This is an optimization exercise on Yosys and OpenROAD, whose aim is small area, not a production implementation.
In this exercise RTL edits were held to simulation tests only and were not proved equivalent to the original.
Power figures rest on the tool's default switching activity, not on a simulated workload.

==> design.v <==
package mips_pkg;
    localparam int word_w = 32;
    localparam int reg_addr_w = 5;
    localparam logic [word_w-1:0] reset_vector = 32'hbfc0_0000;
endpackage
`timescale 1ns/10ps
module mips_alu (
    input  logic [2:0] fn,
    input  logic       sub,
    input  logic [1:0] a,
    input  logic [1:0] b,
    input  logic       cin,
    input  logic [1:0] lui_digit,
    output logic [1:0] sum,
    output logic       cout,
    output logic [1:0] res,
    output logic       lt_s,
    output logic       lt_u
);
    logic [1:0] bx;
    assign bx = sub ? ~b : b;
    assign {cout, sum} = {1'b0, a} + {1'b0, bx} + {2'b00, cin};
    assign lt_s = (a[1] & ~b[1]) | (~(a[1] ^ b[1]) & sum[1]);
    assign lt_u = ~cout;
    always_comb begin
        case (fn)
            3'd0, 3'd1: res = sum;
            3'd2:       res = a & b;
            3'd3:       res = a | b;
            3'd4:       res = a ^ b;
            3'd7:       res = lui_digit;
            default:    res = 2'b00;
        endcase
    end
endmodule
`timescale 1ns/10ps
module mips_reg_file (
    input  logic       clk,
    input  logic       clr,
    input  logic [4:0] ra,
    input  logic [4:0] rb,
    input  logic       we,
    input  logic [4:0] wa,
    input  logic [1:0] wd,
    output logic [1:0] a,
    output logic [1:0] b,
    output logic [1:0] v0
);
    logic [63:0] digs;
    assign digs[1:0] = 2'b00;
    for (genvar i = 1; i < 32; i++) begin : g_reg
        logic [31:0] ring;
        logic        sel;
        assign sel = clr || (we && wa == i);
        always_ff @(posedge clk)
            ring <= {sel ? wd : ring[1:0], ring[31:2]};
        assign digs[2*i +: 2] = ring[1:0];
    end
    assign a = digs[2*ra +: 2];
    assign b = digs[2*rb +: 2];
    assign v0 = digs[5:4];
endmodule
`timescale 1ns/10ps
module mips_control (
    input  logic        clk,
    input  logic        reset,
    output logic        active,
    output logic [31:0] address,
    output logic        read,
    output logic        write,
    output logic [31:0] writedata,
    output logic [3:0]  byteenable,
    output logic [31:0] register_v0,
    input  logic        waitrequest,
    input  logic [31:0] readdata,
    output logic        rf_clr,
    output logic [4:0]  rf_ra,
    output logic [4:0]  rf_rb,
    output logic        rf_we,
    output logic [4:0]  rf_wa,
    output logic [1:0]  rf_wd,
    input  logic [1:0]  rf_a,
    input  logic [1:0]  rf_b,
    input  logic [1:0]  rf_v0
);
    localparam logic [3:0] S_CLR   = 4'd0;    
    localparam logic [3:0] S_FETCH = 4'd1;    
    localparam logic [3:0] S_DEC   = 4'd2;    
    localparam logic [3:0] S_EX1   = 4'd3;    
    localparam logic [3:0] S_EX2   = 4'd4;    
    localparam logic [3:0] S_SHR   = 4'd5;    
    localparam logic [3:0] S_SHW   = 4'd6;    
    localparam logic [3:0] S_MEM   = 4'd7;    
    localparam logic [3:0] S_MWT   = 4'd8;    
    localparam logic [3:0] S_WB    = 4'd9;    
    localparam logic [3:0] S_HWT   = 4'd10;   
    localparam logic [3:0] S_HCAP  = 4'd11;   
    localparam logic [3:0] S_HALT  = 4'd12;
    localparam logic [4:0] K_ADD  = 5'b00000;
    localparam logic [4:0] K_SUB  = 5'b00001;
    localparam logic [4:0] K_AND  = 5'b00010;
    localparam logic [4:0] K_OR   = 5'b00011;
    localparam logic [4:0] K_XOR  = 5'b00100;
    localparam logic [4:0] K_SLT  = 5'b00101;
    localparam logic [4:0] K_SLTU = 5'b00110;
    localparam logic [4:0] K_LUI  = 5'b00111;
    localparam logic [4:0] K_SLL  = 5'b01000;
    localparam logic [4:0] K_SRL  = 5'b01010;
    localparam logic [4:0] K_SRA  = 5'b01011;
    localparam logic [4:0] K_JR   = 5'b10000;
    localparam logic [4:0] K_J    = 5'b10001;
    localparam logic [4:0] K_BEQ  = 5'b10010;
    localparam logic [4:0] K_BNE  = 5'b10011;
    localparam logic [4:0] K_NOP  = 5'b11000;
    localparam logic [4:0] K_LW   = 5'b11001;
    localparam logic [4:0] K_SW   = 5'b11010;
    localparam logic [31:0] RV = mips_pkg::reset_vector;
    logic [3:0]  ph;
    logic [3:0]  st;
    logic [29:0] addr;
    logic [31:0] ir;
    logic [31:0] pcr;
    logic [4:0]  ra_q;
    logic [4:0]  rb_q;
    logic [4:0]  wd_q;
    logic [4:0]  kind;
    logic        immf;
    logic        slot;
    logic        flg;
    logic        cy;
    logic        icy;
    logic        s_q;
    logic        h_q;
    logic [1:0]  dly;
    function automatic logic [5:0] decode(input logic [31:0] d);
        logic [5:0] r;
        r = {1'b0, K_NOP};
        case (d[31:26])
            6'h00: case (d[5:0])
                6'h00: r = {1'b0, K_SLL};
                6'h02: r = {1'b0, K_SRL};
                6'h03: r = {1'b0, K_SRA};
                6'h08: r = {1'b0, K_JR};
                6'h21: r = {1'b0, K_ADD};
                6'h23: r = {1'b0, K_SUB};
                6'h24: r = {1'b0, K_AND};
                6'h25: r = {1'b0, K_OR};
                6'h26: r = {1'b0, K_XOR};
                6'h2a: r = {1'b0, K_SLT};
                6'h2b: r = {1'b0, K_SLTU};
                default: ;
            endcase
            6'h02: r = {1'b0, K_J};
            6'h04: r = {1'b0, K_BEQ};
            6'h05: r = {1'b0, K_BNE};
            6'h09: r = {1'b1, K_ADD};
            6'h0a: r = {1'b1, K_SLT};
            6'h0b: r = {1'b1, K_SLTU};
            6'h0c: r = {1'b1, K_AND};
            6'h0d: r = {1'b1, K_OR};
            6'h0e: r = {1'b1, K_XOR};
            6'h0f: r = {1'b1, K_LUI};
            6'h23: r = {1'b1, K_LW};
            6'h2b: r = {1'b1, K_SW};
            default: ;
        endcase
        decode = r;
    endfunction
    logic [5:0] dec;
    assign dec = decode(readdata);
    logic is_alu, is_sh, is_sll, is_sra, is_br, is_j, is_jr, is_ld, is_st, is_ldst;
    logic is_slt, is_lui, do_sub, zext;
    logic [2:0] fn;
    assign fn      = kind[2:0];
    assign is_alu  = kind[4:3] == 2'b00;
    assign is_sh   = kind[4:3] == 2'b01;
    assign is_sll  = is_sh && !kind[1];
    assign is_sra  = is_sh && kind[0];
    assign is_br   = kind[4:3] == 2'b10 && kind[1];
    assign is_j    = kind == K_J;
    assign is_jr   = kind == K_JR;
    assign is_ld   = kind == K_LW;
    assign is_st   = kind == K_SW;
    assign is_ldst = is_ld || is_st;
    assign is_slt  = is_alu && (fn == 3'd5 || fn == 3'd6);
    assign is_lui  = kind == K_LUI;
    assign do_sub  = is_alu && (fn == 3'd1 || fn == 3'd5 || fn == 3'd6);
    assign zext    = immf && is_alu && (fn == 3'd2 || fn == 3'd3 || fn == 3'd4);
    logic        ph0, ph15;
    logic [1:0]  P, I, A, B;
    logic        st_ex1, st_ex2, st_fetch, st_mem;
    assign ph0 = ph == 4'd0;
    assign ph15 = ph == 4'd15;
    assign P = pcr[1:0];
    assign I = ir[1:0];
    assign A = rf_a;
    assign B = rf_b;
    assign st_ex1 = st == S_EX1;
    assign st_ex2 = st == S_EX2;
    assign st_fetch = st == S_FETCH;
    assign st_mem = st == S_MEM;
    logic       icin;
    logic [1:0] inc;
    logic       icout;
    assign icin = (ph == 4'd1) ? 1'b1 : (ph0 ? 1'b0 : icy);
    assign {icout, inc} = {1'b0, P} + {2'b00, icin};
    logic [1:0] nxt;
    assign nxt = slot ? P : inc;
    logic       ext;
    logic [1:0] im;
    assign ext = zext ? 1'b0 : s_q;
    assign im = ph[3] ? {ext, ext} : I;
    logic [1:0] y;
    assign y = ph0 ? 2'b00 : dly;
    logic [1:0] opa, opb;
    logic       sub_eff, acin, acout, lt_s, lt_u;
    logic [1:0] sum, ares;
    assign opa = st_ex2 ? P : A;
    assign opb = st_ex2 ? y : (immf ? im : B);
    assign sub_eff = !st_ex2 && do_sub;
    assign acin = ph0 ? sub_eff : (cy || (st_ex2 && ph == 4'd1));
    mips_alu mips_alu_i (
        .fn        (fn),
        .sub       (sub_eff),
        .a         (opa),
        .b         (opb),
        .cin       (acin),
        .lui_digit (ph[3] ? I : 2'b00),
        .sum       (sum),
        .cout      (acout),
        .res       (ares),
        .lt_s      (lt_s),
        .lt_u      (lt_u)
    );
    logic taken;
    assign taken = kind[0] ? flg : !flg;
    logic       lt_q;
    logic [1:0] shres;
    logic [1:0] fill;
    assign lt_q = ph < ra_q[4:1];
    assign fill = is_sra ? {ir[31], ir[31]} : 2'b00;
    always_comb begin
        if (is_sll)
            shres = lt_q ? 2'b00 : (ra_q[0] ? {I[0], h_q} : I);
        else
            shres = ra_q[0] ? {ir[2], ir[1]} : I;
    end
    logic addr_nz;
    logic fetch_req;
    assign addr_nz = |addr;
    assign fetch_req = st_fetch && addr_nz;
    assign read = !reset && (fetch_req || (st_mem && is_ld));
    assign write = !reset && st_mem && is_st;
    assign address = {addr, 2'b00};
    assign writedata = ir;
    assign register_v0 = ir;
    assign byteenable = (read || write) ? 4'b1111 : 4'b0000;
    logic fetch_acc;
    logic mem_acc;
    assign fetch_acc = fetch_req && !waitrequest;
    assign mem_acc = st_mem && !waitrequest;
    assign rf_ra = ra_q;
    assign rf_rb = rb_q;
    assign rf_wa = wd_q;
    assign rf_clr = st == S_CLR;
    always_comb begin
        rf_we = 1'b0;
        rf_wd = ares;
        case (st)
            S_EX1: rf_we = is_alu;
            S_FETCH: begin
                rf_we = ph0 && is_slt;
                rf_wd = {1'b0, flg};
            end
            S_SHW: begin
                rf_we = 1'b1;
                rf_wd = shres;
            end
            S_WB: begin
                rf_we = is_ld;
                rf_wd = I;
            end
            S_CLR: rf_wd = 2'b00;
            default: ;
        endcase
    end
    logic       pc_we;
    logic [1:0] pc_wd;
    logic       addr_sh;
    logic [1:0] addr_in;
    logic       ir_rot;
    logic [1:0] ir_top;
    logic [1:0] rv_digit;
    assign rv_digit = RV[2*ph +: 2];
    always_comb begin
        pc_we = 1'b0;
        pc_wd = inc;
        addr_sh = 1'b0;
        addr_in = nxt;
        ir_rot = 1'b0;
        ir_top = I;
        case (st)
            S_CLR: begin
                pc_we = 1'b1;
                pc_wd = rv_digit;
                addr_sh = !ph0;
                addr_in = rv_digit;
            end
            S_EX1: begin
                addr_sh = !ph0;
                addr_in = (is_ldst && !flg) ? sum : nxt;
                if (is_j) begin
                    pc_we = 1'b1;
                    pc_wd = ph0 ? 2'b00 : ((ph <= 4'd13) ? dly : inc);
                end else if (is_jr) begin
                    pc_we = 1'b1;
                    pc_wd = A;
                end else if (is_br) begin
                    pc_we = 1'b0;
                end else begin
                    pc_we = !slot;
                end
                ir_rot = !(is_lui && !ph[3]);
                ir_top = (is_st || is_sh) ? B : I;
            end
            S_EX2: begin
                pc_we = 1'b1;
                pc_wd = taken ? sum : inc;
                ir_rot = 1'b1;
            end
            S_SHR: begin
                ir_rot = !is_sll && lt_q;
                ir_top = fill;
            end
            S_SHW: begin
                ir_rot = !(is_sll && lt_q);
                ir_top = fill;
            end
            S_WB: begin
                addr_sh = !ph0;
                addr_in = P;
                ir_rot = 1'b1;
            end
            S_HCAP: begin
                ir_rot = 1'b1;
                ir_top = rf_v0;
            end
            default: ;
        endcase
    end
    logic [3:0] st_n;
    always_comb begin
        st_n = st;
        case (st)
            S_CLR:   if (ph15) st_n = S_FETCH;
            S_FETCH: begin
                if (!addr_nz)
                    st_n = S_HWT;
                else if (!waitrequest)
                    st_n = ph15 ? S_EX1 : S_DEC;
            end
            S_DEC:   if (ph15) st_n = S_EX1;
            S_EX1:   if (ph15) begin
                if (is_br)
                    st_n = S_EX2;
                else if (is_sh)
                    st_n = S_SHR;
                else if (is_ldst && !flg)
                    st_n = S_MEM;
                else
                    st_n = S_FETCH;
            end
            S_EX2:   if (ph15) st_n = S_FETCH;
            S_SHR:   if (ph15) st_n = S_SHW;
            S_SHW:   if (ph15) st_n = S_FETCH;
            S_MEM:   if (!waitrequest) st_n = ph15 ? S_WB : S_MWT;
            S_MWT:   if (ph15) st_n = S_WB;
            S_WB:    if (ph15) st_n = S_FETCH;
            S_HWT:   if (ph15) st_n = S_HCAP;
            S_HCAP:  if (ph15) st_n = S_HALT;
            S_HALT:  st_n = S_HALT;
            default: st_n = S_HALT;
        endcase
    end
    always_ff @(posedge clk) begin
        if (reset) begin
            st <= S_CLR;
            ph <= 4'd0;
            active <= 1'b1;
            slot <= 1'b0;
            kind <= K_NOP;
        end else begin
            st <= st_n;
            ph <= ph + 4'd1;
            if (st == S_HCAP && ph15)
                active <= 1'b0;
            if (st_ex1 && ph15 && !is_br)
                slot <= is_j || is_jr;
            if (st_ex2 && ph15)
                slot <= taken;
            if (fetch_acc)
                kind <= dec[4:0];
        end
    end
    always_ff @(posedge clk) begin
        if (fetch_acc) begin
            immf <= dec[5];
            ra_q <= (readdata[31:26] == 6'h00 && readdata[5:2] == 4'h0)
                  ? readdata[10:6] : readdata[25:21];
            rb_q <= readdata[20:16];
            wd_q <= (readdata[31:26] == 6'h00) ? readdata[15:11] : readdata[20:16];
        end
        if (fetch_acc || (mem_acc && is_ld))
            ir <= readdata;
        else if (ir_rot)
            ir <= {ir_top, ir[31:2]};
        pcr <= {pc_we ? pc_wd : pcr[1:0], pcr[31:2]};
        if (addr_sh)
            addr <= {addr_in, addr[29:2]};
        icy <= icout;
        cy <= acout;
        s_q <= ph[3] ? s_q : I[1];
        h_q <= ir_rot ? ir[1] : 1'b0;
        dly <= is_j ? I : im;
        if (st_ex1) begin
            if (is_ldst && ph0)
                flg <= sum != 2'b00;
            else if (is_br)
                flg <= (!ph0 && flg) || (A != B);
            else if (is_slt && ph15)
                flg <= (fn == 3'd5) ? lt_s : lt_u;
        end
    end
endmodule
`timescale 1ns/10ps
module mips_cpu_bus (
    input  logic        clk,
    input  logic        reset,
    output logic        active,
    output logic [31:0] register_v0,
    output logic [31:0] address,
    output logic        read,
    output logic        write,
    output logic [31:0] writedata,
    output logic [3:0]  byteenable,
    input  logic        waitrequest,
    input  logic [31:0] readdata
);
    logic       rf_clr;
    logic [4:0] rf_ra;
    logic [4:0] rf_rb;
    logic       rf_we;
    logic [4:0] rf_wa;
    logic [1:0] rf_wd;
    logic [1:0] rf_a;
    logic [1:0] rf_b;
    logic [1:0] rf_v0;
    mips_control mips_control_i (
        .clk, .reset, .active,
        .address, .read, .write, .writedata, .byteenable, .register_v0,
        .waitrequest, .readdata,
        .rf_clr, .rf_ra, .rf_rb, .rf_we, .rf_wa, .rf_wd,
        .rf_a, .rf_b, .rf_v0
    );
    mips_reg_file mips_reg_file_i (
        .clk,
        .clr (rf_clr),
        .ra  (rf_ra),
        .rb  (rf_rb),
        .we  (rf_we),
        .wa  (rf_wa),
        .wd  (rf_wd),
        .a   (rf_a),
        .b   (rf_b),
        .v0  (rf_v0)
    );
endmodule
==> run.sh <==
#!/bin/bash
# synth_recipe.tcl (not shown) runs the flow's synth.tcl, then flattens the netlist and writes it again
# the make line also repeats each setting of config.mk as NAME=value (left out here)
make -C /OpenROAD-flow-scripts/flow DESIGN_CONFIG=/design/flow/config.mk WORK_HOME=/design/flow/orfs CLKGATE_MAP_FILE= SYNTH_SCRIPT=/design/flow/synth_recipe.tcl finish
==> config.mk <==
export PLATFORM = sky130hd
export DESIGN_NAME = mips_cpu_bus
export DESIGN_NICKNAME = mips_cpu_bus
export VERILOG_FILES = /design/flow/design.v
export SDC_FILE = /design/flow/constraint.sdc
export NUM_CORES = 4
export LEC_CHECK = 0
export ABC_AREA = 1
export CAP_MARGIN = 20
export CORE_MARGIN = 2
export CORE_UTILIZATION = 40
export CTS_BUF_LIST = sky130_fd_sc_hd__clkbuf_4
export SLEW_MARGIN = 20
==> constraint.sdc <==
create_clock -name core_clock -period 10.5 [get_ports {clk}]
set_input_delay 2.1000 -clock core_clock [delete_from_list [all_inputs] [get_ports {clk}]]
set_output_delay 2.1000 -clock core_clock [all_outputs]
set_load 0.01 [all_outputs]
==> results.sh, run 1 <==
export IMPL_wl_met1_um=26500
export IMPL_die_x_um=273
export IMPL_worstPathRequired_ns=8.40
export IMPL_ctsLongestPathBuffers=4
export IMPL_fin_util_pct=48.1
export IMPL_max_cap_violations=0
export IMPL_firstDrtPassIters=5
export IMPL_drtIter0Drc=925
export IMPL_viasPerCell=4.33
export IMPL_layout_min_cycle_time_ns=6.27
export IMPL_highest_layer="met4"
export IMPL_rows=98
export IMPL_wl_met3_um=2990
export IMPL_area_growth_pct=18.8
export IMPL_status="timing/DRC/antenna clean"
export IMPL_io_pins=138
export IMPL_timing_final_hold_violations=0
export IMPL_synthTopCellsByCount="1044 x dfxtp_1, 403 x nand2_1, 150 x inv_1"
export IMPL_overflow=0
export IMPL_synth_area_top_cells="dfxtp_1 72%, edfxtp_1 8.3%, nand2_1 5.2%"
export IMPL_leakagePower_uw=0.0145
export IMPL_setup_viol=0
export IMPL_ant_nets=0
export IMPL_grt_total_usage_pct=14.8
export IMPL_hold_path_class="flop to flop"
export IMPL_ctsResizeCount=0
export IMPL_synth_area_leader_cell="dfxtp_1"
export IMPL_place_area_sq_um=31100
export IMPL_synth_most_common_cell="dfxtp_1"
export IMPL_cts_root_buf="clkbuf_4"
export IMPL_cp_start_kind="input port"
export IMPL_grt_max_degree=41
export IMPL_nNetsFinal=2701
export IMPL_synth_edf_count=80
export IMPL_peakVddDrop_uv=169
export IMPL_yosysWarnings=3
export IMPL_synth_area_sq_um=29000
export IMPL_ys_dominant_reg_cell="dfxtp_1"
export IMPL_cp_max_fo=10
export IMPL_finalSetupTns_ns=0
export IMPL_clock_sinks=1124
export IMPL_die_area_sq_um=74600
export IMPL_cts_max_level=5
export IMPL_netlist_instances=2301
export IMPL_cts_setup_buffers=0
export IMPL_io_buffer_count=135
export IMPL_postLayoutCellArea_sq_um=34400
export IMPL_met2_length_um=23500
export IMPL_slew_headroom_pct=38.2
export IMPL_dpl_hpwl_um=35500
export IMPL_initial_core_util_pct=40.5
export IMPL_grt_pass1_wl_um=85600
export IMPL_final_cells=3772
export IMPL_grt_pass1_vias=16500
export IMPL_slew_violations=0
export IMPL_place_congestion=0.841
export IMPL_vias=16300
export IMPL_cp_arrival_ns=4.17
export IMPL_core_area_sq_um=71600
export IMPL_criticalPathCategory="input port to output pin"
export IMPL_cts_tree="yes"
export IMPL_antenna_found_initial=1
export IMPL_synth_area_per_cell_sq_um=12.6
export IMPL_synthArstFlopShare_pct=0
export IMPL_power_density_nw_per_um2=318
export IMPL_clock_fmax_mhz=160
export IMPL_drive_above_1_share_pct=18.1
export IMPL_yosysSeqAreaShare_pct=80.4
export IMPL_skew_ns=0.113
export IMPL_netlist_area_leader_share_pct=72.1
export IMPL_ys_ff_latch=1124
export IMPL_routed_wl_um=54300
export IMPL_die_h_um=273
export IMPL_dp_cells=3312
export IMPL_cp_end_kind="output pin"
export IMPL_wl_per_cell_um=14.4
export IMPL_cts_hold_buf=0
export IMPL_cts_buffers=283
export IMPL_tightest_slew_ns=0.927
export IMPL_clkSlewWorstSetupHoldPaths_ns=0.06
export IMPL_clock_latency_ns=1.06
export IMPL_rsz0062_at_grt="false"
export IMPL_fin_crit_sh_pct=59.7
export IMPL_synth_cell_type_count=53
export IMPL_drc=0
cell families (layout without fill, tap and decap cells):
group	count (synthesis)	count (layout)	share of synthesized area, %
AO/OA/AOI/OAI	216	216	4.62
XOR/XNOR	1	1	0.0302
adder cells (fa/ha/maj)	18	18	0.829
buffers and inverters	256	773	4.07
flip-flops	1124	1124	80.4
multiplexers	5	5	0.190
other	1	5	0.0129
AND/OR/NAND/NOR	680	680	9.84
report_power, final:
group / leakage (uW) / total [uW] / switching [uW] / internal, uW
clock network: 0.00201 / 3340 / 1500 / 1840
registers: 0.00936 / 6120 / 436 / 5680
logic: 0.00310 / 1490 / 889 / 597
layer usage:
layer / vias to the layer above / track usage (%)
met2: 471 / 21.4
met3: 95 / 5.13
li1: 8184 / -
met4: 0 / 7.23
met5: - / 0
met1: 7585 / 19.9
final cells by class:
class,instances,area (sq um)
Tap cell,950,1190
Timing Repair Buffer,144,1430
Inverter,173,649
Clock inverter,47,265
Antenna cell,3,7.51
Clock buffer,409,3070
Sequential cell,1124,23300
Multi-Input combinational cell,922,4510
Fill cell,6443,37200
per-stage QoR:
step                hold slack, ns  setup WS (ns)  power (uW)
global placement             0.310           4.27        7630
detailed placement           0.312           4.24        7690
global route                 0.247           4.13       11600
finish                       0.252           4.23       10900
CTS                          0.247           4.22       11100
floorplan                    0.310           5.16        6900
worst paths after layout:
kind | from | end | slack [ns] | cells after the start
min | mips_reg_file_i.g_reg[1].ring[9]$_DFF_P_ | mips_reg_file_i.g_reg[1].ring[7]$_DFF_P_ | 0.25 | 0
max | reset | byteenable[2] | 4.23 | 5
max reg2reg | mips_control_i.rb_q[0]$_DFFE_PP_ | mips_reg_file_i.g_reg[18].ring[31]$_DFF_P_ | 5.77 | 23
min reg2reg | mips_reg_file_i.g_reg[1].ring[9]$_DFF_P_ | mips_reg_file_i.g_reg[1].ring[7]$_DFF_P_ | 0.25 | 0
flip-flops by register name, indices dropped and copies added (netlist names), 2 cells and up:
name and cells:
mips_control_i.dly 2, mips_control_i.st 4, mips_reg_file_i.g.ring 992, mips_control_i.wd_q 5
mips_control_i.pcr 32, mips_control_i.ph 4, mips_control_i.addr 30, mips_control_i.ir 32
mips_control_i.ra_q 5, mips_control_i.kind 5, mips_control_i.rb_q 5
critical path, stage by stage:
cell and delay [ns]:
clkdlybuf4s50_1 0.72, inv_1 0.25, and3_1 0.24, or2_2 0.33, clkdlybuf4s50_1 0.51
layout by cell type, fill, tap and decap left out, types with 38 or more instances in the layout:
cell / n
nand2_1: 403
dfxtp_1: 1044
o21ai_0: 74
clkbuf_4: 409
clkdlybuf4s50_1: 135
nand3_1: 136
clkinv_1: 38
nor2_1: 92
edfxtp_1: 80
inv_1: 149
==> run 2, diff against run 1 <==
--- a/config.mk
+++ b/config.mk
@@ -5,9 +5,7 @@
 export SDC_FILE = /design/flow/constraint.sdc
 export NUM_CORES = 4
 export LEC_CHECK = 0
-export ABC_AREA = 1
 export CAP_MARGIN = 20
 export CORE_MARGIN = 2
 export CORE_UTILIZATION = 40
-export CTS_BUF_LIST = sky130_fd_sc_hd__clkbuf_4
 export SLEW_MARGIN = 20
==> results.sh, run 2 <==
export IMPL_status="timing/DRC/antenna clean"
export IMPL_cts_hold_buf=0
export IMPL_ant_nets=0
export IMPL_viasPerCell=4.46
export IMPL_firstDrtPassIters=5
export IMPL_synth_cell_type_count=79
export IMPL_peakVddDrop_uv=197
export IMPL_synth_area_sq_um=28700
export IMPL_r2r_end="mips_reg_file_i.g_reg[4].ring[31]$_DFF_P_"
export IMPL_cpMostUsedCell="clkdlybuf4s50_1"
export IMPL_cts_buffers=99
export IMPL_ys_ff_latch=1124
export IMPL_setup_viol=0
export IMPL_hold_worst_slack_ns=0.310
export IMPL_initial_core_util_pct=40.2
export IMPL_grt_total_usage_pct=13.7
export IMPL_antenna_found_initial=2
export IMPL_ys_dominant_reg_cell="dfxtp_1"
export IMPL_netlist_instances=1814
export IMPL_leakagePower_uw=0.0132
export IMPL_clock_latency_ns=0.65
export IMPL_synth_area_top_cells="dfxtp_1 73%, edfxtp_1 8.4%, mux2_2 4.3%"
export IMPL_cp_max_fo=18
export IMPL_cts_root_buf="clkbuf_16"
export IMPL_timing_final_hold_violations=0
export IMPL_area_growth_pct=19.7
export IMPL_io_pins=138
export IMPL_clock_fmax_mhz=164
export IMPL_cts_tree="yes"
export IMPL_synth_area_leader_cell="dfxtp_1"
export IMPL_place_congestion=0.834
export IMPL_core_area_sq_um=71200
export IMPL_power_density_nw_per_um2=239
export IMPL_dpl_hpwl_um=34000
export IMPL_largest_register="mips_reg_file_i.g.ring"
export IMPL_largest_reg_flops=992
export IMPL_cts_max_level=3
export IMPL_wl_per_cell_um=16.8
export IMPL_cts_setup_buffers=0
export IMPL_synth_area_per_cell_sq_um=15.8
export IMPL_rows=98
export IMPL_synth_most_common_cell="dfxtp_1"
export IMPL_rsz0062_at_grt="false"
export IMPL_layout_common_cells="1044 x dfxtp_1, 135 x clkdlybuf4s50_1, 109 x mux2_2"
export IMPL_die_h_um=272
export IMPL_vias=13400
export IMPL_postLayoutCellArea_sq_um=34300
export IMPL_io_buffer_count=135
export IMPL_drive_above_1_share_pct=16.4
export IMPL_fin_crit_sh_pct=58.2
export IMPL_yosysSeqAreaShare_pct=81.3
export IMPL_synth_edf_count=80
export IMPL_cp_end_kind="output pin"
export IMPL_cp_cell_sequence="clkdlybuf4s50_1, a21oi_1, clkdlybuf4s50_1"
export IMPL_mostFrequentLayoutCell="dfxtp_1"
export IMPL_tightest_slew_ns=0.915
export IMPL_grt_pass1_wl_um=77400
export IMPL_cp_slowest_stage_delay_ns=0.80
export IMPL_drtIter0Drc=863
export IMPL_worstPathRequired_ns=8.40
export IMPL_hold_path_class="flop to flop"
export IMPL_slew_violations=0
export IMPL_crit_end="byteenable[1]"
export IMPL_place_area_sq_um=30800
export IMPL_critical_path_startpoint="reset"
export IMPL_criticalPathCategory="input port to output pin"
export IMPL_synthArstFlopShare_pct=0
export IMPL_overflow=0
export IMPL_synthTopCellsByCount="1044 x dfxtp_1, 109 x mux2_2, 80 x edfxtp_1"
export IMPL_reg_top3="mips_reg_file_i.g.ring (992), mips_control_i.ir (32), mips_control_i.pcr (32)"
export IMPL_clkSlewWorstSetupHoldPaths_ns=0.07
export IMPL_rr_startpoint="mips_control_i.rb_q[0]$_DFFE_PP_"
export IMPL_nNetsFinal=2030
export IMPL_grt_max_degree=37
export IMPL_grt_pass1_vias=13300
export IMPL_slew_headroom_pct=38.0
export IMPL_reg2reg_depth=14
export IMPL_ctsLongestPathBuffers=3
export IMPL_ctsResizeCount=0
export IMPL_yosysWarnings=3
export IMPL_cp_slowest_cell="clkdlybuf4s50_1"
export IMPL_die_area_sq_um=73800
export IMPL_drc=0
export IMPL_ff2ff_setup_slack_ns=5.48
export IMPL_skew_ns=0.0437
export IMPL_cp_arrival_ns=4.01
export IMPL_netlist_area_leader_share_pct=72.9
export IMPL_layout_min_cycle_time_ns=6.11
export IMPL_routed_wl_um=50600
export IMPL_die_x_um=272
export IMPL_cp_start_kind="input port"
export IMPL_finalSetupTns_ns=0
export IMPL_max_cap_violations=0
export IMPL_clock_sinks=1124
[run 2: cell count changes after synthesis, sizes merged, moves of 13 or more]
cell    delta
inv      -151
clkbuf    +20
buf       -15
nor2      -59
mux2i     +19
nand2b    +22
nand2    -361
mux4      +28
nor2b     +13
o21ai     -99
nand3    -115
mux2     +105
[run 2: final cells by class]
class	count	area, sq um
fill	5972	36900
sequential	1124	23300
multi-input combinational	583	4800
clock buffer	136	2870
timing repair buffer	149	1460
tap	950	1190
clock inverter	49	611
inverter	20	75.1
antenna	2	5.00
[run 2: how the worst min path moves through the flow]
stage,slack (ns),cells past startpoint,to,startpoint
2_1_floorplan,0.31,0,mips_control_i.pcr[0]$_DFF_P_,mips_control_i.pcr[2]$_DFF_P_
3_3_place_gp,0.31,0,mips_reg_file_i.g_reg[31].ring[19]$_DFF_P_,mips_reg_file_i.g_reg[31].ring[21]$_DFF_P_
3_5_place_dp,0.31,0,mips_control_i.pcr[11]$_DFF_P_,mips_control_i.pcr[13]$_DFF_P_
4_1_cts,0.31,0,mips_reg_file_i.g_reg[1].ring[4]$_DFF_P_,mips_reg_file_i.g_reg[1].ring[6]$_DFF_P_
5_1_grt,0.32,0,mips_reg_file_i.g_reg[1].ring[16]$_DFF_P_,mips_reg_file_i.g_reg[1].ring[18]$_DFF_P_
6_report,0.31,0,mips_reg_file_i.g_reg[25].ring[7]$_DFF_P_,mips_reg_file_i.g_reg[25].ring[9]$_DFF_P_
[run 2: kinds of logic (layout without fill, tap and decap cells)]
group           after synthesis  after routing  share of synthesized area (%)
compound gates              179            179                           4.17
xor+xnor                      8              8                          0.244
fa+ha+maj                    18             18                          0.838
buf+inv                     108            354                           2.08
flops                      1124           1124                           81.3
mux                         157            157                           7.18
other cells                   1              4                         0.0131
simple gates                219            219                           4.18
[run 2: worst max-delay path, delay by kind of cell]
kind,cells,cell delay [ns]
compound gates,1,0.49
buf+inv,2,1.42
[run 2: per-stage QoR]
step / instances / util (%) / total power (uW) / worst slack [ns]
final: 3013 / 48.2 / 8190 / 4.39
after global routing: 3011 / 48.2 / 8490 / 4.27
after CTS: 3011 / 48.2 / 8300 / 4.37
after detailed placement: 2826 / 43.3 / 4600 / 4.36
after global placement: 2826 / 43.3 / 4600 / 4.48
after floorplan: 1815 / - / 4520 / 5.41
[run 2: layer usage]
layer	share of wire [%]	track usage, %
met1	48	18.8
met2	44	21.1
met3	4.0	2.76
met4	3.6	6.25
met5	0	0
[run 2: power by group]
| group | internal (uW) | switching (uW) |
|---|---|---|
| combinational | 63.1 | 58.8 |
| sequential | 4360 | 24.1 |
| clock | 2180 | 1510 |
| total | 6600 | 1600 |
==> run 3, diff against run 2 <==
--- a/design.v
+++ b/design.v
@@ -87,15 +87,14 @@
     localparam logic [3:0] S_FETCH = 4'd1;    
     localparam logic [3:0] S_DEC   = 4'd2;    
     localparam logic [3:0] S_EX1   = 4'd3;    
-    localparam logic [3:0] S_EX2   = 4'd4;    
-    localparam logic [3:0] S_SHR   = 4'd5;    
-    localparam logic [3:0] S_SHW   = 4'd6;    
-    localparam logic [3:0] S_MEM   = 4'd7;    
-    localparam logic [3:0] S_MWT   = 4'd8;    
-    localparam logic [3:0] S_WB    = 4'd9;    
-    localparam logic [3:0] S_HWT   = 4'd10;   
-    localparam logic [3:0] S_HCAP  = 4'd11;   
-    localparam logic [3:0] S_HALT  = 4'd12;
+    localparam logic [3:0] S_SHR   = 4'd4;    
+    localparam logic [3:0] S_SHW   = 4'd5;    
+    localparam logic [3:0] S_MEM   = 4'd6;    
+    localparam logic [3:0] S_MWT   = 4'd7;    
+    localparam logic [3:0] S_WB    = 4'd8;    
+    localparam logic [3:0] S_HWT   = 4'd9;   
+    localparam logic [3:0] S_HCAP  = 4'd10;   
+    localparam logic [3:0] S_HALT  = 4'd11;
     localparam logic [4:0] K_ADD  = 5'b00000;
     localparam logic [4:0] K_SUB  = 5'b00001;
     localparam logic [4:0] K_AND  = 5'b00010;
@@ -188,7 +187,7 @@
     assign zext    = immf && is_alu && (fn == 3'd2 || fn == 3'd3 || fn == 3'd4);
     logic        ph0, ph15;
     logic [1:0]  P, I, A, B;
-    logic        st_ex1, st_ex2, st_fetch, st_mem;
+    logic        st_ex1, st_fetch, st_mem;
     assign ph0 = ph == 4'd0;
     assign ph15 = ph == 4'd15;
     assign P = pcr[1:0];
@@ -196,14 +195,15 @@
     assign A = rf_a;
     assign B = rf_b;
     assign st_ex1 = st == S_EX1;
-    assign st_ex2 = st == S_EX2;
     assign st_fetch = st == S_FETCH;
     assign st_mem = st == S_MEM;
+    logic [1:0] pcs;
     logic       icin;
     logic [1:0] inc;
     logic       icout;
+    assign pcs = ph0 ? 2'b00 : addr[1:0];
     assign icin = (ph == 4'd1) ? 1'b1 : (ph0 ? 1'b0 : icy);
-    assign {icout, inc} = {1'b0, P} + {2'b00, icin};
+    assign {icout, inc} = {1'b0, pcs} + {2'b00, icin};
     logic [1:0] nxt;
     assign nxt = slot ? P : inc;
     logic       ext;
@@ -215,10 +215,10 @@
     logic [1:0] opa, opb;
     logic       sub_eff, acin, acout, lt_s, lt_u;
     logic [1:0] sum, ares;
-    assign opa = st_ex2 ? P : A;
-    assign opb = st_ex2 ? y : (immf ? im : B);
-    assign sub_eff = !st_ex2 && do_sub;
-    assign acin = ph0 ? sub_eff : (cy || (st_ex2 && ph == 4'd1));
+    assign opa = is_br ? pcs : A;
+    assign opb = is_br ? y : (immf ? im : B);
+    assign sub_eff = do_sub;
+    assign acin = ph0 ? sub_eff : (cy || (is_br && ph == 4'd1));
     mips_alu mips_alu_i (
         .fn        (fn),
         .sub       (sub_eff),
@@ -232,8 +232,9 @@
         .lt_s      (lt_s),
         .lt_u      (lt_u)
     );
-    logic taken;
-    assign taken = kind[0] ? flg : !flg;
+    logic neq, taken;
+    assign neq = (flg && !ph0) || (A != B);
+    assign taken = kind[0] ? neq : !neq;
     logic       lt_q;
     logic [1:0] shres;
     logic [1:0] fill;
@@ -301,8 +302,6 @@
         ir_top = I;
         case (st)
             S_CLR: begin
-                pc_we = 1'b1;
-                pc_wd = rv_digit;
                 addr_sh = !ph0;
                 addr_in = rv_digit;
             end
@@ -316,18 +315,15 @@
                     pc_we = 1'b1;
                     pc_wd = A;
                 end else if (is_br) begin
-                    pc_we = 1'b0;
+                    pc_we = 1'b1;
+                    pc_wd = sum;
                 end else begin
-                    pc_we = !slot;
+                    pc_we = is_ldst;
+                    pc_wd = nxt;
                 end
                 ir_rot = !(is_lui && !ph[3]);
                 ir_top = (is_st || is_sh) ? B : I;
             end
-            S_EX2: begin
-                pc_we = 1'b1;
-                pc_wd = taken ? sum : inc;
-                ir_rot = 1'b1;
-            end
             S_SHR: begin
                 ir_rot = !is_sll && lt_q;
                 ir_top = fill;
@@ -361,16 +357,13 @@
             end
             S_DEC:   if (ph15) st_n = S_EX1;
             S_EX1:   if (ph15) begin
-                if (is_br)
-                    st_n = S_EX2;
-                else if (is_sh)
+                if (is_sh)
                     st_n = S_SHR;
                 else if (is_ldst && !flg)
                     st_n = S_MEM;
                 else
                     st_n = S_FETCH;
             end
-            S_EX2:   if (ph15) st_n = S_FETCH;
             S_SHR:   if (ph15) st_n = S_SHW;
             S_SHW:   if (ph15) st_n = S_FETCH;
             S_MEM:   if (!waitrequest) st_n = ph15 ? S_WB : S_MWT;
@@ -394,10 +387,8 @@
             ph <= ph + 4'd1;
             if (st == S_HCAP && ph15)
                 active <= 1'b0;
-            if (st_ex1 && ph15 && !is_br)
-                slot <= is_j || is_jr;
-            if (st_ex2 && ph15)
-                slot <= taken;
+            if (st_ex1 && ph15)
+                slot <= is_j || is_jr || (is_br && taken);
             if (fetch_acc)
                 kind <= dec[4:0];
         end
@@ -426,7 +417,7 @@
             if (is_ldst && ph0)
                 flg <= sum != 2'b00;
             else if (is_br)
-                flg <= (!ph0 && flg) || (A != B);
+                flg <= neq;
             else if (is_slt && ph15)
                 flg <= (fn == 3'd5) ? lt_s : lt_u;
         end
--- a/config.mk
+++ b/config.mk
@@ -8,4 +8,7 @@
 export CAP_MARGIN = 20
 export CORE_MARGIN = 2
 export CORE_UTILIZATION = 40
+export CTS_BUF_LIST = sky130_fd_sc_hd__clkbuf_16
+export CTS_CLUSTER_DIAMETER = 80
+export CTS_CLUSTER_SIZE = 30
 export SLEW_MARGIN = 20
==> results.sh, run 3 <==
export IMPL_nNetsFinal=1973
export IMPL_tightest_slew_ns=1.04
export IMPL_nFillCells=6181
export IMPL_core_area_sq_um=70400
export IMPL_netlist_instances=1818
export IMPL_cp_slowest_stage_delay_ns=0.82
export IMPL_synthTopCellsByCount="1044 x dfxtp_1, 115 x mux2_2, 80 x edfxtp_1"
export IMPL_dpl_hpwl_um=32800
export IMPL_slew_headroom_pct=30.7
export IMPL_synthArstFlopShare_pct=0
export IMPL_cts_tree="yes"
export IMPL_cp_arrival_ns=4.19
export IMPL_seq_area_sq_um=23300
export IMPL_grt_total_usage_pct=12.9
export IMPL_clock_latency_ns=0.64
export IMPL_die_x_um=271
export IMPL_clkSlewWorstSetupHoldPaths_ns=0.11
export IMPL_synth_most_common_cell="dfxtp_1"
export IMPL_status="timing/DRC/antenna clean"
export IMPL_multi_input_area_sq_um=4650
export IMPL_drtIter0Drc=732
export IMPL_cp_slowest_cell="clkdlybuf4s50_1"
export IMPL_synth_area_sq_um=28600
export IMPL_cp_end_kind="output pin"
export IMPL_finalSetupTns_ns=0
export IMPL_leakagePower_uw=0.0123
export IMPL_ys_ff_latch=1124
export IMPL_routed_wl_um=47800
export IMPL_clock_sinks=1124
export IMPL_cts_max_level=2
export IMPL_die_area_sq_um=73600
export IMPL_place_congestion=0.815
export IMPL_rows=97
export IMPL_initial_core_util_pct=40.6
export IMPL_wl_per_cell_um=16.6
export IMPL_io_buffer_count=135
export IMPL_clock_fmax_mhz=159
export IMPL_cts_root_buf="clkbuf_16"
export IMPL_peakVddDrop_uv=144
export IMPL_hold_path_class="flop to flop"
export IMPL_drive_above_1_share_pct=10.7
export IMPL_netlist_area_leader_share_pct=73.2
export IMPL_fin_crit_sh_pct=59.9
export IMPL_vias=12800
export IMPL_viasPerCell=4.45
export IMPL_place_area_sq_um=30600
export IMPL_worstPathRequired_ns=8.40
export IMPL_cts_buffers=46
export IMPL_mostFrequentLayoutCell="dfxtp_1"
export IMPL_power_density_nw_per_um2=234
export IMPL_cts_hold_buf=0
export IMPL_cp_cell_sequence="clkdlybuf4s50_1, nor4_1, or2_2, clkdlybuf4s50_1"
export IMPL_layout_common_cells="1044 x dfxtp_1, 135 x clkdlybuf4s50_1, 115 x mux2_2"
export IMPL_path_delay_family="buffers and inverters"
export IMPL_ctsLongestPathBuffers=3
export IMPL_synth_area_leader_cell="dfxtp_1"
export IMPL_synth_cell_type_count=74
export IMPL_setup_viol=0
export IMPL_slew_violations=0
export IMPL_cp_max_fo=17
export IMPL_die_h_um=271
export IMPL_firstDrtPassIters=5
export IMPL_reg_top3="mips_reg_file_i.g.ring (992), mips_control_i.ir (32), mips_control_i.pcr (32)"
export IMPL_skew_ns=0.0309
export IMPL_cts_setup_buffers=0
export IMPL_synth_area_top_cells="dfxtp_1 73%, edfxtp_1 8.4%, mux2_2 4.5%"
export IMPL_layout_min_cycle_time_ns=6.29
export IMPL_hold_worst_slack_ns=0.311
export IMPL_rsz0062_at_grt="false"
export IMPL_cpMostUsedCell="clkdlybuf4s50_1"
export IMPL_synth_edf_count=80
export IMPL_cp_start_kind="input port"
export IMPL_area_growth_pct=12.0
export IMPL_synth_area_per_cell_sq_um=15.7
export IMPL_largest_register="mips_reg_file_i.g.ring"
export IMPL_antenna_found_initial=1
export IMPL_ctsResizeCount=0
export IMPL_drc=0
export IMPL_grt_max_degree=36
export IMPL_yosysSeqAreaShare_pct=81.6
export IMPL_postLayoutCellArea_sq_um=32000
export IMPL_crit_buf_inv=2
export IMPL_io_pins=138
export IMPL_criticalPathCategory="input port to output pin"
export IMPL_timing_final_hold_violations=0
export IMPL_overflow=0
export IMPL_yosysWarnings=3
export IMPL_largest_reg_flops=992
export IMPL_grt_pass1_vias=12600
export IMPL_ant_nets=0
export IMPL_max_cap_violations=0
export IMPL_ys_dominant_reg_cell="dfxtp_1"
export IMPL_grt_pass1_wl_um=73700
-- run 3: cell types whose count changed after synthesis, moves of 6 or more --
cell and change:
or3_1 +6, nor3_1 +8, mux4_2 -14, nand3_1 -10, nand3b_1 -6, o21a_1 -7
nand2_1 +12, mux2_2 +6, a22oi_1 -6, nand2b_1 -8, and2_1 +6, mux2i_1 +13
mux4_1 +7
-- run 3: kinds of logic (layout without fill, tap and decap cells) --
kind of cell | after synthesis | after routing | share of synthesized area, %
AOI/OAI and AO/OA | 168 | 168 | 3.82
xor gates and xnor gates | 5 | 5 | 0.153
adders and majority gates | 18 | 18 | 0.841
buffers and inverters | 112 | 227 | 2.26
DFF | 1124 | 1124 | 81.6
muxes | 169 | 169 | 7.44
other | 1 | 3 | 0.0131
and+or+nand+nor | 221 | 221 | 3.91
-- run 3: final timing paths --
kind         cells after the start                                     start                                   endpoint  slack (ns)
max                              4                                     reset                              byteenable[3]        4.21
min                              0  mips_reg_file_i.g_reg[4].ring[2]$_DFF_P_   mips_reg_file_i.g_reg[4].ring[0]$_DFF_P_        0.31
min reg2reg                      0  mips_reg_file_i.g_reg[4].ring[2]$_DFF_P_   mips_reg_file_i.g_reg[4].ring[0]$_DFF_P_        0.31
max reg2reg                     15          mips_control_i.rb_q[0]$_DFFE_PP_  mips_reg_file_i.g_reg[2].ring[31]$_DFF_P_        5.24
-- run 3: final cells by class --
class                           instances  area share, %
Antenna cell                            1        0.00782
Clock buffer                           46           3.60
Clock inverter                         16          0.677
Inverter                               23          0.270
Multi-Input combinational cell        583           14.5
Sequential cell                      1124           72.8
Tap cell                              940           3.68
Timing Repair Buffer                  142           4.39
-- run 3: routing by layer --
| layer | wire length, um | GRT usage, % | part of all wire, % |
|---|---|---|---|
| met5 | 0 | 0 | 0 |
| met1 | 23400 | 18.2 | 49 |
| met4 | 758 | 2.78 | 1.6 |
| met2 | 21900 | 20.7 | 46 |
| met3 | 1780 | 2.35 | 3.7 |
-- run 3: power by group --
part,switching (uW),leakage (uW),internal [uW]
sequential,190,0.00922,4840
clock,1240,0.000683,834
combinational,185,0.00238,189
total,1620,0.0123,5860
-- run 3: per-stage QoR --
stage / instances / power [uW] / setup WS (ns) / utilization, %
floorplan: 1819 / 5270 / 5.27 / -
global placement: 2812 / 5490 / 4.24 / 43.5
detailed placement: 2812 / 5510 / 4.20 / 43.5
CTS: 2874 / 7570 / 4.21 / 45.4
global route: 2874 / 7800 / 4.09 / 45.4
finish: 2875 / 7480 / 4.21 / 45.4
==> run 4, diff against run 3 <==
--- a/config.mk
+++ b/config.mk
@@ -9,6 +9,6 @@
 export CORE_MARGIN = 2
 export CORE_UTILIZATION = 40
 export CTS_BUF_LIST = sky130_fd_sc_hd__clkbuf_16
-export CTS_CLUSTER_DIAMETER = 80
-export CTS_CLUSTER_SIZE = 30
+export CTS_CLUSTER_DIAMETER = 70
+export CTS_CLUSTER_SIZE = 35
 export SLEW_MARGIN = 20
==> results.sh, run 4 <==
export IMPL_cp_arrival_ns=4.16
export IMPL_ys_dominant_reg_cell="dfxtp_1"
export IMPL_synth_area_sq_um=28600
export IMPL_yosysWarnings=3
export IMPL_criticalPathCategory="input port to output pin"
export IMPL_clock_fmax_mhz=160
export IMPL_synth_cell_type_count=74
export IMPL_max_cap_violations=0
export IMPL_firstDrtPassIters=5
export IMPL_io_pins=138
export IMPL_worstPathRequired_ns=8.40
export IMPL_layout_min_cycle_time_ns=6.26
export IMPL_reg_top3="mips_reg_file_i.g.ring (992), mips_control_i.ir (32), mips_control_i.pcr (32)"
export IMPL_peakVddDrop_uv=142
export IMPL_largest_register="mips_reg_file_i.g.ring"
export IMPL_rows=97
export IMPL_reg2reg_depth=15
export IMPL_clock_latency_ns=0.62
export IMPL_clock_sinks=1124
export IMPL_vias=12800
export IMPL_die_h_um=271
export IMPL_drc=0
export IMPL_wl_per_cell_um=16.6
export IMPL_core_area_sq_um=70400
export IMPL_cts_max_level=2
export IMPL_nNetsFinal=1970
export IMPL_postLayoutSetupSlackWorst_ns=4.24
export IMPL_cp_end_kind="output pin"
export IMPL_cts_hold_buf=0
export IMPL_place_congestion=0.815
export IMPL_fin_crit_sh_pct=59.6
export IMPL_netlist_area_leader_share_pct=73.2
export IMPL_cp_max_fo=17
export IMPL_synth_most_common_cell="dfxtp_1"
export IMPL_diodes=0
export IMPL_synth_area_leader_cell="dfxtp_1"
export IMPL_largest_reg_flops=992
export IMPL_finalSetupTns_ns=0
export IMPL_area_growth_pct=12.1
export IMPL_status="timing/DRC/antenna clean"
export IMPL_clkSlewWorstSetupHoldPaths_ns=0.11
export IMPL_drive_above_1_share_pct=10.8
export IMPL_rsz0062_at_grt="false"
export IMPL_ctsResizeCount=0
export IMPL_ys_ff_latch=1124
export IMPL_dp_slack_ns=4.20
export IMPL_io_buffer_count=135
export IMPL_final_cells=2876
export IMPL_synthTopCellsByCount="1044 x dfxtp_1, 115 x mux2_2, 80 x edfxtp_1"
export IMPL_initial_core_util_pct=40.6
export IMPL_cts_setup_buffers=0
export IMPL_tightest_slew_ns=1.04
export IMPL_setup_viol=0
export IMPL_synthArstFlopShare_pct=0
export IMPL_antenna_found_initial=2
export IMPL_routed_wl_um=47900
export IMPL_drtIter0Drc=813
export IMPL_slew_headroom_pct=30.7
export IMPL_synth_area_per_cell_sq_um=15.7
export IMPL_power_density_nw_per_um2=235
export IMPL_cts_buffers=43
export IMPL_rr_startpoint="mips_control_i.rb_q[0]$_DFFE_PP_"
export IMPL_timing_final_hold_violations=0
export IMPL_hp_start="mips_reg_file_i.g_reg[12].ring[26]$_DFF_P_"
export IMPL_ctsLongestPathBuffers=3
export IMPL_nFillCells=6184
export IMPL_grt_max_degree=37
export IMPL_skew_ns=0.0304
export IMPL_die_x_um=271
export IMPL_netlist_instances=1818
export IMPL_cts_tree="yes"
export IMPL_grt_pass1_wl_um=73700
export IMPL_cp_start_kind="input port"
export IMPL_synth_edf_count=80
export IMPL_cts_root_buf="clkbuf_16"
export IMPL_overflow=0
export IMPL_ant_nets=0
export IMPL_slew_violations=0
export IMPL_hold_path_depth=0
export IMPL_leakagePower_uw=0.0123
export IMPL_mostFrequentLayoutCell="dfxtp_1"
export IMPL_viasPerCell=4.45
export IMPL_dp_cells=2812
export IMPL_die_area_sq_um=73600
export IMPL_hold_path_class="flop to flop"
export IMPL_layout_common_cells="1044 x dfxtp_1, 135 x clkdlybuf4s50_1, 115 x mux2_2"
export IMPL_synth_area_top_cells="dfxtp_1 73%, edfxtp_1 8.4%, mux2_2 4.5%"
export IMPL_grt_total_usage_pct=12.9
export IMPL_yosysSeqAreaShare_pct=81.6
export IMPL_dpl_hpwl_um=32800
export IMPL_critical_path_startpoint="reset"
export IMPL_grt_pass1_vias=12500
-- run 4: cell count changes in the layout (fill, tap and decap cells not counted) --
cell | previous run | this run
clkbuf_16 | 46 | 43
inv_6 | 1 | 4
clkinv_16 | 3 | 4
clkinv_8 | 2 | 1
clkinvlp_4 | 0 | 1
inv_1 | 27 | 26
inv_4 | 1 | 0
diode_2 | 1 | 0
bufinv_16 | 0 | 1
inv_12 | 1 | 3
-- run 4: final cells by class --
class / count / area (sq um) / area share [%]
clock buffers: 43 / 1080 / 3.36
clock inverters: 21 / 317 / 0.989
inverters: 23 / 86.3 / 0.270
well taps: 940 / 1180 / 3.67
flip-flops and latches: 1124 / 23300 / 72.8
repair buffers: 142 / 1400 / 4.39
multi-input cells: 583 / 4650 / 14.5
-- run 4: worst paths after layout --
| kind | endpoint | slack, ns |
|---|---|---|
| max | byteenable[3] | 4.24 |
| min | mips_reg_file_i.g_reg[12].ring[24]$_DFF_P_ | 0.31 |
| max reg2reg | mips_reg_file_i.g_reg[29].ring[31]$_DFF_P_ | 5.27 |
| min reg2reg | mips_reg_file_i.g_reg[12].ring[24]$_DFF_P_ | 0.31 |
-- run 4: routing by layer --
metal / track usage, % / vias up / part of all wire (%)
met1: 18.3 / 6240 / 49
met2: 20.7 / 248 / 46
li1: - / 6260 / -
met4: 3.07 / 0 / 1.7
met3: 1.99 / 57 / 3.8
met5: 0 / - / 0
-- run 4: worst max-delay path, cell delays in order --
cell             delay (ns)
clkdlybuf4s50_1        0.80
nor4_1                 0.51
or2_2                  0.21
clkdlybuf4s50_1        0.54
-- run 4: cells by family after synthesis --
kind of cell               count (synthesis)  share of synthesized area [%]
DFF                                     1124                           81.6
and+or+nand+nor                          221                           3.91
muxes                                    169                           7.44
AOI/OAI and AO/OA                        168                           3.82
buffers and inverters                    112                           2.26
xor gates and xnor gates                   5                          0.153
other                                      1                         0.0131
adders and majority gates                 18                          0.841
-- run 4: report_power, final --
group / internal, uW / switching (uW)
clock: 831 / 1270
combinational: 189 / 184
sequential: 4840 / 191
total: 5860 / 1650
-- run 4: stage by stage --
step / area, sq um / util, % / total power (uW) / hold WS [ns]
floorplan: 28600 / - / 5270 / 0.310
global placement: 30600 / 43.5 / 5490 / 0.310
detailed placement: 30600 / 43.5 / 5510 / 0.312
CTS: 32000 / 45.5 / 7600 / 0.307
global route: 32000 / 45.5 / 7820 / 0.308
finish: 32000 / 45.5 / 7510 / 0.307
==> run 5, diff against run 4 <==
--- a/config.mk
+++ b/config.mk
@@ -7,8 +7,8 @@
 export LEC_CHECK = 0
 export CAP_MARGIN = 20
 export CORE_MARGIN = 2
-export CORE_UTILIZATION = 40
-export CTS_BUF_LIST = sky130_fd_sc_hd__clkbuf_16
-export CTS_CLUSTER_DIAMETER = 70
-export CTS_CLUSTER_SIZE = 35
+export CORE_UTILIZATION = 60
+export CTS_BUF_LIST = sky130_fd_sc_hd__clkbuf_8
+export CTS_CLUSTER_DIAMETER = 40
+export CTS_CLUSTER_SIZE = 20
 export SLEW_MARGIN = 20
==> results.sh, run 5 <==
export IMPL_netlist_instances=1818
export IMPL_rsz0062_at_grt="false"
export IMPL_yosysSeqAreaShare_pct=81.6
export IMPL_die_x_um=222
export IMPL_p_total_uw=8100
export IMPL_postLayoutCellArea_sq_um=32500
export IMPL_grt_pass1_wl_um=74300
export IMPL_cp_end_kind="output pin"
export IMPL_max_cap_violations=0
export IMPL_nFillCells=3201
export IMPL_place_congestion=0.799
export IMPL_wl_met1_um=22800
export IMPL_core_area_sq_um=46800
export IMPL_firstDrtPassIters=8
export IMPL_wl_per_cell_um=17.9
export IMPL_met2_length_um=21600
export IMPL_routed_wl_um=47800
export IMPL_netlist_area_leader_share_pct=73.2
export IMPL_antenna_found_initial=2
export IMPL_cp_arrival_ns=4.10
export IMPL_grt_total_usage_pct=19.7
export IMPL_drive_above_1_share_pct=16.0
export IMPL_ctsLongestPathBuffers=3
export IMPL_multi_input_area_sq_um=4650
export IMPL_io_buffer_count=135
export IMPL_synthTopCellsByCount="1044 x dfxtp_1, 115 x mux2_2, 80 x edfxtp_1"
export IMPL_hold_path_depth=0
export IMPL_worstPathRequired_ns=8.40
export IMPL_timing_final_hold_violations=0
export IMPL_cts_root_buf="clkbuf_8"
export IMPL_ys_ff_latch=1124
export IMPL_clock_fmax_mhz=161
export IMPL_hold_path_class="flop to flop"
export IMPL_ff2ff_setup_slack_ns=5.53
export IMPL_yosysWarnings=3
export IMPL_vias=13300
export IMPL_overflow=0
export IMPL_grt_pass1_vias=13400
export IMPL_skew_ns=0.0414
export IMPL_initial_core_util_pct=61.1
export IMPL_status="timing/DRC/antenna clean"
export IMPL_ctsResizeCount=0
export IMPL_highest_layer="met4"
export IMPL_cp_max_fo=17
export IMPL_cts_buffers=95
export IMPL_finalSetupTns_ns=0
export IMPL_cts_max_level=3
export IMPL_criticalPathCategory="input port to output pin"
export IMPL_largest_register="mips_reg_file_i.g.ring"
export IMPL_viasPerCell=4.99
export IMPL_synthArstFlopShare_pct=0
export IMPL_die_h_um=222
export IMPL_seq_area_sq_um=23300
export IMPL_r2r_end="mips_reg_file_i.g_reg[3].ring[31]$_DFF_P_"
export IMPL_setup_viol=0
export IMPL_cts_hold_buf=0
export IMPL_hp_start="mips_reg_file_i.g_reg[22].ring[26]$_DFF_P_"
export IMPL_reg_top3="mips_reg_file_i.g.ring (992), mips_control_i.ir (32), mips_control_i.pcr (32)"
export IMPL_rr_startpoint="mips_control_i.rb_q[0]$_DFFE_PP_"
export IMPL_grt_max_degree=36
export IMPL_clock_sinks=1124
export IMPL_ant_nets=0
export IMPL_leakagePower_uw=0.0127
export IMPL_clkSlewWorstSetupHoldPaths_ns=0.11
export IMPL_drtIter0Drc=706
export IMPL_layout_min_cycle_time_ns=6.20
export IMPL_power_density_nw_per_um2=249
export IMPL_peakVddDrop_uv=236
export IMPL_io_pins=138
export IMPL_synth_edf_count=80
export IMPL_synth_cell_type_count=74
export IMPL_tightest_slew_ns=1.02
export IMPL_synth_most_common_cell="dfxtp_1"
export IMPL_synth_area_sq_um=28600
export IMPL_slew_violations=0
export IMPL_slew_headroom_pct=31.7
export IMPL_synth_area_top_cells="dfxtp_1 73%, edfxtp_1 8.4%, mux2_2 4.5%"
export IMPL_cp_start_kind="input port"
export IMPL_wl_met3_um=1880
export IMPL_dpl_hpwl_um=31500
export IMPL_die_area_sq_um=49400
export IMPL_drc=0
export IMPL_synth_area_per_cell_sq_um=15.7
export IMPL_nNetsFinal=2023
export IMPL_cts_setup_buffers=0
export IMPL_place_area_sq_um=30200
export IMPL_reg2reg_depth=16
export IMPL_fin_crit_sh_pct=59.1
export IMPL_mostFrequentLayoutCell="dfxtp_1"
export IMPL_ys_dominant_reg_cell="dfxtp_1"
export IMPL_synth_area_leader_cell="dfxtp_1"
export IMPL_rows=79
export IMPL_largest_reg_flops=992
export IMPL_clock_latency_ns=0.71
export IMPL_layout_common_cells="1044 x dfxtp_1, 135 x clkdlybuf4s50_1, 115 x mux2_2"
export IMPL_area_growth_pct=13.8
export IMPL_hold_end="mips_reg_file_i.g_reg[22].ring[24]$_DFF_P_"
export IMPL_cts_tree="yes"
-- run 5: changes by cell type in the layout (fill, tap and decap cells not counted), sizes merged, moves of 3 or more --
cell and delta:
clkbuf +60, diode +3, bufinv +5, clkinvlp +9, inv +24, clkinv +16
-- run 5: cells by family after synthesis --
kind of cell             after synthesis  synth area share (%)
AO/OA/AOI/OAI                        168                  3.82
XOR/XNOR                               5                 0.153
adder cells (fa/ha/maj)               18                 0.841
buffers and inverters                112                  2.26
flip-flops                          1124                  81.6
multiplexers                         169                  7.44
other                                  1                0.0131
AND/OR/NAND/NOR                      221                  3.91
-- run 5: critical path, stage by stage --
cell and delay, ns:
clkdlybuf4s50_1 0.77, nor4_1 0.49, or2_2 0.20, clkdlybuf4s50_1 0.54
-- run 5: through the flow --
stage               setup slack (ns)  hold WS, ns  cells  utilization (%)
floorplan                       5.27        0.310   1819                -
global placement                4.31        0.309   2480             64.6
CTS                             4.28        0.300   2658             69.5
global route                    4.20        0.308   2659             69.5
finish                          4.30        0.306   2661             69.5
detailed placement              4.30        0.312   2480             64.6
-- run 5: power by group --
group / total (uW) / switching [uW] / leakage (uW) / internal, uW
logic: 379 / 190 / 0.00238 / 189
registers: 5030 / 186 / 0.00922 / 4840
clock network: 2700 / 1520 / 0.00114 / 1170
-- run 5: worst max-delay path by stage --
stage	startpoint	endpoint	slack [ns]
after CTS	reset	byteenable[2]	4.28
after global routing	reset	byteenable[1]	4.20
after detailed placement	reset	byteenable[2]	4.30
after global placement	reset	byteenable[1]	4.31
final	reset	byteenable[2]	4.30
after floorplan	reset	byteenable[1]	5.27
-- run 5: layout make-up --
class                   count  area share, %
well taps                 607           2.34
clock inverters            75           2.68
diodes                      3         0.0231
flip-flops and latches   1124           71.7
clock buffers             103           4.36
repair buffers            143           4.34
multi-input cells         583           14.3
inverters                  23          0.266
-- run 5: metal layers --
metal	vias to the layer above	track usage, %
met4	0	7.87
met2	259	31.1
met5	-	0
li1	6445	-
met1	6472	26.7
met3	108	4.28
==> run 6, diff against run 5 <==
--- a/config.mk
+++ b/config.mk
@@ -7,8 +7,8 @@
 export LEC_CHECK = 0
 export CAP_MARGIN = 20
 export CORE_MARGIN = 2
-export CORE_UTILIZATION = 60
+export CORE_UTILIZATION = 40
 export CTS_BUF_LIST = sky130_fd_sc_hd__clkbuf_8
-export CTS_CLUSTER_DIAMETER = 40
+export CTS_CLUSTER_DIAMETER = 60
 export CTS_CLUSTER_SIZE = 20
 export SLEW_MARGIN = 20
==> results.sh, run 6 <==
export IMPL_dp_slack_ns=4.20
export IMPL_die_x_um=271
export IMPL_peakVddDrop_uv=124
export IMPL_vias=13000
export IMPL_yosysWarnings=3
export IMPL_synth_area_top_cells="dfxtp_1 73%, edfxtp_1 8.4%, mux2_2 4.5%"
export IMPL_slew_headroom_pct=29.9
export IMPL_cpMostUsedCell="clkdlybuf4s50_1"
export IMPL_drive_above_1_share_pct=12.3
export IMPL_cts_tree="yes"
export IMPL_nFillCells=6200
export IMPL_cp_end_kind="output pin"
export IMPL_max_cap_violations=0
export IMPL_cts_hold_buf=0
export IMPL_firstDrtPassIters=5
export IMPL_grt_total_usage_pct=13.1
export IMPL_cp_slowest_stage_delay_ns=0.83
export IMPL_cts_buffers=72
export IMPL_synth_area_leader_cell="dfxtp_1"
export IMPL_cp_max_fo=17
export IMPL_clock_fmax_mhz=159
export IMPL_rsz0062_at_grt="false"
export IMPL_netlist_area_leader_share_pct=73.2
export IMPL_synthTopCellsByCount="1044 x dfxtp_1, 115 x mux2_2, 80 x edfxtp_1"
export IMPL_die_area_sq_um=73600
export IMPL_netlist_instances=1818
export IMPL_synth_cell_type_count=74
export IMPL_clock_latency_ns=0.70
export IMPL_clock_sinks=1124
export IMPL_mostFrequentLayoutCell="dfxtp_1"
export IMPL_synth_edf_count=80
export IMPL_ys_dominant_reg_cell="dfxtp_1"
export IMPL_largest_reg_flops=992
export IMPL_setup_viol=0
export IMPL_ant_nets=0
export IMPL_ys_ff_latch=1124
export IMPL_io_buffer_count=135
export IMPL_synth_area_per_cell_sq_um=15.7
export IMPL_slew_violations=0
export IMPL_critical_path_startpoint="reset"
export IMPL_rr_startpoint="mips_control_i.rb_q[0]$_DFFE_PP_"
export IMPL_viasPerCell=4.45
export IMPL_grt_max_degree=36
export IMPL_dp_cells=2812
export IMPL_io_pins=138
export IMPL_fin_crit_sh_pct=60.1
export IMPL_timing_final_hold_violations=0
export IMPL_place_congestion=0.815
export IMPL_cp_slowest_cell="clkdlybuf4s50_1"
export IMPL_layout_min_cycle_time_ns=6.31
export IMPL_grt_pass1_wl_um=74700
export IMPL_status="timing/DRC/antenna clean"
export IMPL_skew_ns=0.0481
export IMPL_largest_register="mips_reg_file_i.g.ring"
export IMPL_core_area_sq_um=70400
export IMPL_die_h_um=271
export IMPL_ctsResizeCount=0
export IMPL_cp_arrival_ns=4.21
export IMPL_power_density_nw_per_um2=231
export IMPL_drtIter0Drc=714
export IMPL_cp_start_kind="input port"
export IMPL_antenna_found_initial=3
export IMPL_clkSlewWorstSetupHoldPaths_ns=0.10
export IMPL_finalSetupTns_ns=0
export IMPL_drc=0
export IMPL_synth_most_common_cell="dfxtp_1"
export IMPL_final_cells=2911
export IMPL_routed_wl_um=48300
export IMPL_reg_top3="mips_reg_file_i.g.ring (992), mips_control_i.ir (32), mips_control_i.pcr (32)"
export IMPL_nNetsFinal=1999
export IMPL_hold_path_class="flop to flop"
export IMPL_initial_core_util_pct=40.6
export IMPL_overflow=0
export IMPL_dpl_hpwl_um=32800
export IMPL_leakagePower_uw=0.0123
export IMPL_grt_pass1_vias=12800
export IMPL_postLayoutSetupSlackWorst_ns=4.19
export IMPL_synthArstFlopShare_pct=0
export IMPL_area_growth_pct=11.6
export IMPL_wl_per_cell_um=16.6
export IMPL_worstPathRequired_ns=8.40
export IMPL_cp_cell_sequence="clkdlybuf4s50_1, nor4_1, or2_2, clkdlybuf4s50_1"
export IMPL_rows=97
export IMPL_cts_root_buf="clkbuf_8"
export IMPL_tightest_slew_ns=1.05
export IMPL_ctsLongestPathBuffers=3
export IMPL_layout_common_cells="1044 x dfxtp_1, 135 x clkdlybuf4s50_1, 115 x mux2_2"
export IMPL_cts_max_level=3
export IMPL_hp_start="mips_reg_file_i.g_reg[22].ring[20]$_DFF_P_"
export IMPL_criticalPathCategory="input port to output pin"
export IMPL_synth_area_sq_um=28600
export IMPL_yosysSeqAreaShare_pct=81.6
export IMPL_cts_setup_buffers=0
-- run 6: cell counts after synthesis --
Identical to the previous run, type by type.
-- run 6: cells by family after synthesis --
kind of cell               after synthesis  synth area share (%)
DFF                                   1124                  81.6
and+or+nand+nor                        221                  3.91
muxes                                  169                  7.44
AOI/OAI and AO/OA                      168                  3.82
buffers and inverters                  112                  2.26
adders and majority gates               18                 0.841
xor gates and xnor gates                 5                 0.153
other                                    1                0.0131
-- run 6: power breakdown --
part	switching (uW)	internal (uW)
clock	1250	698
sequential	190	4840
combinational	184	189
-- run 6: metrics by stage --
| step | instance area, sq um | total power, uW | utilization [%] | hold WS (ns) |
|---|---|---|---|---|
| after CTS | 31900 | 7450 | 45.3 | 0.309 |
| after global routing | 31900 | 7690 | 45.3 | 0.315 |
| final | 31900 | 7350 | 45.3 | 0.307 |
| after detailed placement | 30600 | 5510 | 43.5 | 0.312 |
| after global placement | 30600 | 5490 | 43.5 | 0.310 |
| after floorplan | 28600 | 5270 | - | 0.310 |
-- run 6: layer usage --
| metal | wire, um | global-route usage, % | vias to the layer above |
|---|---|---|---|
| met2 | 22000 | 20.8 | 268 |
| li1 | - | - | 6327 |
| met5 | 0 | 0 | - |
| met1 | 23600 | 18.3 | 6289 |
| met3 | 1820 | 2.71 | 81 |
| met4 | 919 | 3.77 | 0 |
-- run 6: worst max-delay path: cells and delay by family --
family / cells / cell delay [ns]
and+or+nand+nor: 2 / 0.74
buffers and inverters: 2 / 1.37
-- run 6: final cells by class --
cell class                 instances  area, sq um  area share (%)
multi-input combinational        583         4650            14.6
sequential                      1124        23300            73.1
tap                              940         1180            3.69
inverter                          23         86.3           0.271
clock buffer                      73         1000            3.15
timing repair buffer             142         1400            4.40
clock inverter                    24          244           0.765
antenna                            2         5.00          0.0157
-- run 6: final timing paths --
kind | to | slack, ns | depth (start not counted)
max | byteenable[3] | 4.19 | 4
max reg2reg | mips_reg_file_i.g_reg[2].ring[31]$_DFF_P_ | 5.24 | 15
min reg2reg | mips_reg_file_i.g_reg[22].ring[18]$_DFF_P_ | 0.31 | 0
min | mips_reg_file_i.g_reg[22].ring[18]$_DFF_P_ | 0.31 | 0

-- what the ideal ports hide --
In the flow no input, the clock included, has a driving cell. The finished layouts below were timed again as built, in two steps. Step 1, drivers: a clkbuf_16 drives clk and a buf_2 each remaining input, both assumed. Step 2, shift: input delay + t, output delay - t, t = (earliest + latest rising clock arrival at the registers) / 2. This alone moves slack from input paths to output paths. a / b / c = ideal ports / drivers / drivers and shift; a / b = the first two.
run	t (ns)	setup WS [ns]	worst data-port slew with drivers (ns)
run 1	1.065	4.233 / 4.201 / 4.201	0.06
run 2	0.689	4.386 / 4.358 / 4.358	0.06
run 3	0.681	4.208 / 4.180 / 4.180	0.06
run 4	0.662	4.237 / 4.209 / 4.209	0.06
run 5	0.748	4.297 / 4.270 / 4.270	0.05
run 6	0.731	4.191 / 4.163 / 4.163	0.06
After both steps setup and hold are still met in every run listed. The setup slack of run 1, which loses most, moves by -0.032 ns with the drivers and by -0.032 ns with both steps.
